This design comes from an exercise in tuning for small area on the open sky130 flow, not from production work. Function was checked by simulation only, so behaviour that the tests miss may differ from the original.

==> inputs of maple <==
==> flow/design.v <==
package riscv_pkg;
  localparam int XLEN        = 32;
  localparam int TRACE_SEQ_W = 16;
  typedef struct packed {
    logic [XLEN-1:0] pc;
    logic [XLEN-1:0] instr;
    logic [4:0]      reg_addr;
    logic [XLEN-1:0] reg_data;
    logic [XLEN-1:0] mem_addr;
    logic [XLEN-1:0] mem_data;
    logic            mem_wrt;
    logic            mem_read;
  } retire_rec_t;
  typedef struct packed {
    retire_rec_t            rec;
    logic [TRACE_SEQ_W-1:0] seq;
  } trace_entry_t;
  localparam int ENTRY_W = 5 * XLEN + 5 + 2 + TRACE_SEQ_W;
endpackage
module trace_fifo_mem #(
  parameter int DEPTH = 16
) (
  input  logic               clk,
  input  logic [DEPTH-1:0]   wr_sel,      
  input  logic [DEPTH-1:0]   hold_sel,    
  input  logic [riscv_pkg::ENTRY_W-1:0] wr_data,
  input  logic [DEPTH-1:0]   rd_sel,      
  output logic [riscv_pkg::ENTRY_W-1:0] rd_data
);
  localparam int W = riscv_pkg::ENTRY_W;
  logic [W-1:0] mem [DEPTH];
  always_ff @(posedge clk) begin
    for (int i = 0; i < DEPTH; i++)
      mem[i] <= ({W{wr_sel[i]}} & wr_data) | ({W{hold_sel[i]}} & mem[i]);
  end
  always_comb begin
    rd_data = '0;
    for (int i = 0; i < DEPTH; i++)
      rd_data = rd_data | ({W{rd_sel[i]}} & mem[i]);
  end
endmodule
module retire_trace_buffer #(
  parameter int DEPTH  = 16,
  parameter int DROP_W = 16
) (
  input  logic                     clk_i,
  input  logic                     rstn_i,
  input  logic                     clear_i,
  input  logic                     update_i,
  input  logic [riscv_pkg::XLEN-1:0]          pc_i,
  input  logic [riscv_pkg::XLEN-1:0]          instr_i,
  input  logic [4:0]               reg_addr_i,
  input  logic [riscv_pkg::XLEN-1:0]          reg_data_i,
  input  logic [riscv_pkg::XLEN-1:0]          mem_addr_i,
  input  logic [riscv_pkg::XLEN-1:0]          mem_data_i,
  input  logic                     mem_wrt_i,
  input  logic                     mem_read_i,
  output logic                     trace_valid_o,
  input  logic                     trace_ready_i,
  output logic [riscv_pkg::XLEN-1:0]          trace_pc_o,
  output logic [riscv_pkg::XLEN-1:0]          trace_instr_o,
  output logic [4:0]               trace_reg_addr_o,
  output logic [riscv_pkg::XLEN-1:0]          trace_reg_data_o,
  output logic [riscv_pkg::XLEN-1:0]          trace_mem_addr_o,
  output logic [riscv_pkg::XLEN-1:0]          trace_mem_data_o,
  output logic                     trace_mem_wrt_o,
  output logic                     trace_mem_read_o,
  output logic [riscv_pkg::TRACE_SEQ_W-1:0]   trace_seq_o,
  output logic [$clog2(DEPTH):0]   count_o,
  output logic                     overflow_o,
  output logic [DROP_W-1:0]        drop_cnt_o
);
  localparam int AW = $clog2(DEPTH);
  localparam int CW = AW + 1;
  localparam logic [CW-1:0] FULL_CNT = CW'(DEPTH);
  logic [AW-1:0]          wr_ptr;
  logic                   full_r;
  logic [DEPTH-1:0]       rd_oh;    
  logic [CW-1:0]          count;
  logic [riscv_pkg::TRACE_SEQ_W-1:0] seq;
  logic                   overflow;
  logic [DROP_W-1:0]      drop_cnt;
  logic                   full, pop, push, push_h, drop;
  logic [DEPTH-1:0]       wr_sel, hold_sel;
  logic [riscv_pkg::ENTRY_W-1:0]     wr_bits, head_bits;
  riscv_pkg::trace_entry_t           head;
  assign full = (count == FULL_CNT);
  assign pop  = (count != '0) && trace_ready_i;
  assign push = update_i && !clear_i && (!full || pop);
  assign drop = update_i && full && !pop && !clear_i;
  assign push_h = update_i && !clear_i && (!full_r || trace_ready_i);
  assign wr_bits = {pc_i, instr_i, reg_addr_i, reg_data_i, mem_addr_i, mem_data_i,
                    mem_wrt_i, mem_read_i, seq};
  always_comb begin
    for (int i = 0; i < DEPTH; i++) begin
      wr_sel[i]   = push && (wr_ptr == AW'(i));
      hold_sel[i] = !(push_h && (wr_ptr == AW'(i)));
    end
  end
  trace_fifo_mem #(.DEPTH(DEPTH)) u_mem (
    .clk      (clk_i),
    .wr_sel   (wr_sel),
    .hold_sel (hold_sel),
    .wr_data  (wr_bits),
    .rd_sel   (rd_oh),
    .rd_data  (head_bits)
  );
  always_ff @(posedge clk_i or negedge rstn_i) begin
    if (!rstn_i) begin
      wr_ptr   <= '0;
      full_r   <= 1'b0;
      rd_oh    <= DEPTH'(1);
      count    <= '0;
      seq      <= '0;
      overflow <= 1'b0;
      drop_cnt <= '0;
    end else if (clear_i) begin
      wr_ptr   <= '0;
      full_r   <= 1'b0;
      rd_oh    <= DEPTH'(1);
      count    <= '0;
      seq      <= '0;
      overflow <= 1'b0;
      drop_cnt <= '0;
    end else begin
      if (push) wr_ptr <= wr_ptr + 1'b1;
      if (pop)  rd_oh <= {rd_oh[DEPTH-2:0], rd_oh[DEPTH-1]};
      if (push && !pop) begin
        count  <= count + 1'b1;
        full_r <= (count == FULL_CNT - 1'b1);
      end else if (!push && pop) begin
        count  <= count - 1'b1;
        full_r <= 1'b0;
      end
      if (update_i) seq <= seq + 1'b1;
      if (drop) begin
        overflow <= 1'b1;
        if (drop_cnt != '1) drop_cnt <= drop_cnt + 1'b1;
      end
    end
  end
  assign head             = head_bits;
  assign trace_valid_o    = (count != '0);
  assign trace_pc_o       = head.rec.pc;
  assign trace_instr_o    = head.rec.instr;
  assign trace_reg_addr_o = head.rec.reg_addr;
  assign trace_reg_data_o = head.rec.reg_data;
  assign trace_mem_addr_o = head.rec.mem_addr;
  assign trace_mem_data_o = head.rec.mem_data;
  assign trace_mem_wrt_o  = head.rec.mem_wrt;
  assign trace_mem_read_o = head.rec.mem_read;
  assign trace_seq_o      = head.seq;
  assign count_o          = count;
  assign overflow_o       = overflow;
  assign drop_cnt_o       = drop_cnt;
endmodule
==> flow/flow/run.sh <==
#!/bin/bash
# Standard ORFS layout (standard.sh, unchanged synthesis) with three placement/CTS choices:
#  - ports are buffered with buf_1 instead of the tool's default pick
#  - CTS clusters more sinks per leaf buffer and inserts no dummy loads
# All of make's output goes to flow_make.log in the work folder; ORFS keeps each step's
# own log under orfs/logs/.
set -euo pipefail
bash standard.sh \
  "BUFFER_PORTS_ARGS=-buffer_cell sky130_fd_sc_hd__buf_1" \
  "CTS_ARGS=-sink_clustering_enable -repair_clock_nets -dont_use_dummy_load -sink_clustering_size 25 -sink_clustering_max_diameter 90" \
  finish > flow_make.log 2>&1
==> flow/standard.sh <==
#!/bin/bash
# synth_recipe.tcl (not shown) runs the flow's synth.tcl, then flattens the netlist and writes it again
# the make line also repeats each setting of config.mk as NAME=value (left out here)
make -C /OpenROAD-flow-scripts/flow DESIGN_CONFIG=/design/flow/config.mk WORK_HOME=/design/flow/orfs CLKGATE_MAP_FILE= SYNTH_SCRIPT=/design/flow/synth_recipe.tcl "${@:-finish}"
==> flow/config.mk <==
export PLATFORM = sky130hd
export DESIGN_NAME = retire_trace_buffer
export DESIGN_NICKNAME = retire_trace_buffer
export VERILOG_FILES = /design/flow/design.v
export SDC_FILE = /design/flow/constraint.sdc
export NUM_CORES = 4
export LEC_CHECK = 0
export CAP_MARGIN = 5
export CORE_MARGIN = 2
export CORE_UTILIZATION = 60
export SLEW_MARGIN = 5
==> flow/constraint.sdc <==
create_clock -name core_clock -period 8.0 [get_ports {clk_i}]
set_input_delay 1.6000 -clock core_clock [delete_from_list [all_inputs] [get_ports {clk_i}]]
set_output_delay 1.6000 -clock core_clock [all_outputs]
set_load 0.01 [all_outputs]
==> indigo: changes against maple <==
--- a/flow/design.v
+++ b/flow/design.v
@@ -74,13 +74,13 @@
   localparam int CW = AW + 1;
   localparam logic [CW-1:0] FULL_CNT = CW'(DEPTH);
   logic [AW-1:0]          wr_ptr;
-  logic                   full_r;
+  logic [DEPTH-1:0]       wr_oh;
   logic [DEPTH-1:0]       rd_oh;    
   logic [CW-1:0]          count;
   logic [riscv_pkg::TRACE_SEQ_W-1:0] seq;
   logic                   overflow;
   logic [DROP_W-1:0]      drop_cnt;
-  logic                   full, pop, push, push_h, drop;
+  logic                   full, pop, push, drop;
   logic [DEPTH-1:0]       wr_sel, hold_sel;
   logic [riscv_pkg::ENTRY_W-1:0]     wr_bits, head_bits;
   riscv_pkg::trace_entry_t           head;
@@ -88,13 +88,12 @@
   assign pop  = (count != '0) && trace_ready_i;
   assign push = update_i && !clear_i && (!full || pop);
   assign drop = update_i && full && !pop && !clear_i;
-  assign push_h = update_i && !clear_i && (!full_r || trace_ready_i);
   assign wr_bits = {pc_i, instr_i, reg_addr_i, reg_data_i, mem_addr_i, mem_data_i,
                     mem_wrt_i, mem_read_i, seq};
   always_comb begin
     for (int i = 0; i < DEPTH; i++) begin
-      wr_sel[i]   = push && (wr_ptr == AW'(i));
-      hold_sel[i] = !(push_h && (wr_ptr == AW'(i)));
+      wr_sel[i]   = push && wr_oh[i];
+      hold_sel[i] = !push || (wr_ptr != AW'(i));
     end
   end
   trace_fifo_mem #(.DEPTH(DEPTH)) u_mem (
@@ -108,7 +107,7 @@
   always_ff @(posedge clk_i or negedge rstn_i) begin
     if (!rstn_i) begin
       wr_ptr   <= '0;
-      full_r   <= 1'b0;
+      wr_oh    <= DEPTH'(1);
       rd_oh    <= DEPTH'(1);
       count    <= '0;
       seq      <= '0;
@@ -116,22 +115,20 @@
       drop_cnt <= '0;
     end else if (clear_i) begin
       wr_ptr   <= '0;
-      full_r   <= 1'b0;
+      wr_oh    <= DEPTH'(1);
       rd_oh    <= DEPTH'(1);
       count    <= '0;
       seq      <= '0;
       overflow <= 1'b0;
       drop_cnt <= '0;
     end else begin
-      if (push) wr_ptr <= wr_ptr + 1'b1;
+      if (push) begin
+        wr_ptr <= wr_ptr + 1'b1;
+        wr_oh  <= {wr_oh[DEPTH-2:0], wr_oh[DEPTH-1]};
+      end
       if (pop)  rd_oh <= {rd_oh[DEPTH-2:0], rd_oh[DEPTH-1]};
-      if (push && !pop) begin
-        count  <= count + 1'b1;
-        full_r <= (count == FULL_CNT - 1'b1);
-      end else if (!push && pop) begin
-        count  <= count - 1'b1;
-        full_r <= 1'b0;
-      end
+      if (push && !pop)      count <= count + 1'b1;
+      else if (!push && pop) count <= count - 1'b1;
       if (update_i) seq <= seq + 1'b1;
       if (drop) begin
         overflow <= 1'b1;
==> flow/run.sh (new file) <==
#!/bin/bash
# synth_recipe.tcl (not shown) runs the flow's synth.tcl, then flattens the netlist and writes it again
# the make line also repeats each setting of config.mk as NAME=value (left out here)
make -C /OpenROAD-flow-scripts/flow DESIGN_CONFIG=/design/flow/config.mk WORK_HOME=/design/flow/orfs CLKGATE_MAP_FILE= SYNTH_SCRIPT=/design/flow/synth_recipe.tcl finish
- CAP_MARGIN: 5 -> 20
- CORE_UTILIZATION: 60 -> 40
- SLEW_MARGIN: 5 -> 20
removed: flow/flow/run.sh
removed: flow/standard.sh
==> notes <==
Between maple and indigo, the lower maximum frequency is in indigo (gap about 9%, measured against indigo). Against indigo, the synthesized area of maple is lower by about 1.5%. Setup slack: maple is higher than indigo (480 ps). Against indigo, the first-iteration DRC count of maple is larger by 3.6%. Of maple and indigo, maple has the higher sequential share of layout area (gap 5.0 points). Between indigo and maple, the lower die area is in maple (gap 52%, measured against maple). Against indigo, the cell area of maple is smaller by 9.8%. Core utilization: indigo is lower than maple (17 points).

## static timing again, ports no longer ideal
How much do the figures lean on ideal ports? The routed layouts below were timed once more, with nothing changed but the port constraints.
Step 1 sets driving cells, clkbuf_16 on the clock port and buf_2 on the other inputs (assumed; they add their load-dependent delay and slew).
Step 2 also shifts input and output timing later by t, the mid clock arrival at the registers, as if the neighbouring blocks saw the same clock.
Three values: no drivers, after step 1, after step 2; two values: the first two.
run | shift t [ns] | slack for setup (ns) | hold WS [ns] | clock arrival spread, ns | worst slew at a driven data input, ns
maple | 0.926 | 2.435 / 2.335 / 2.571 | 0.475 / 0.475 / 0.475 | 0.063 / 0.064 | 0.20
indigo | 1.050 | 1.950 / 1.843 / 2.111 | 0.474 / 0.474 / 0.474 | 0.105 / 0.106 | 0.21
After both steps every run listed still meets setup and hold.
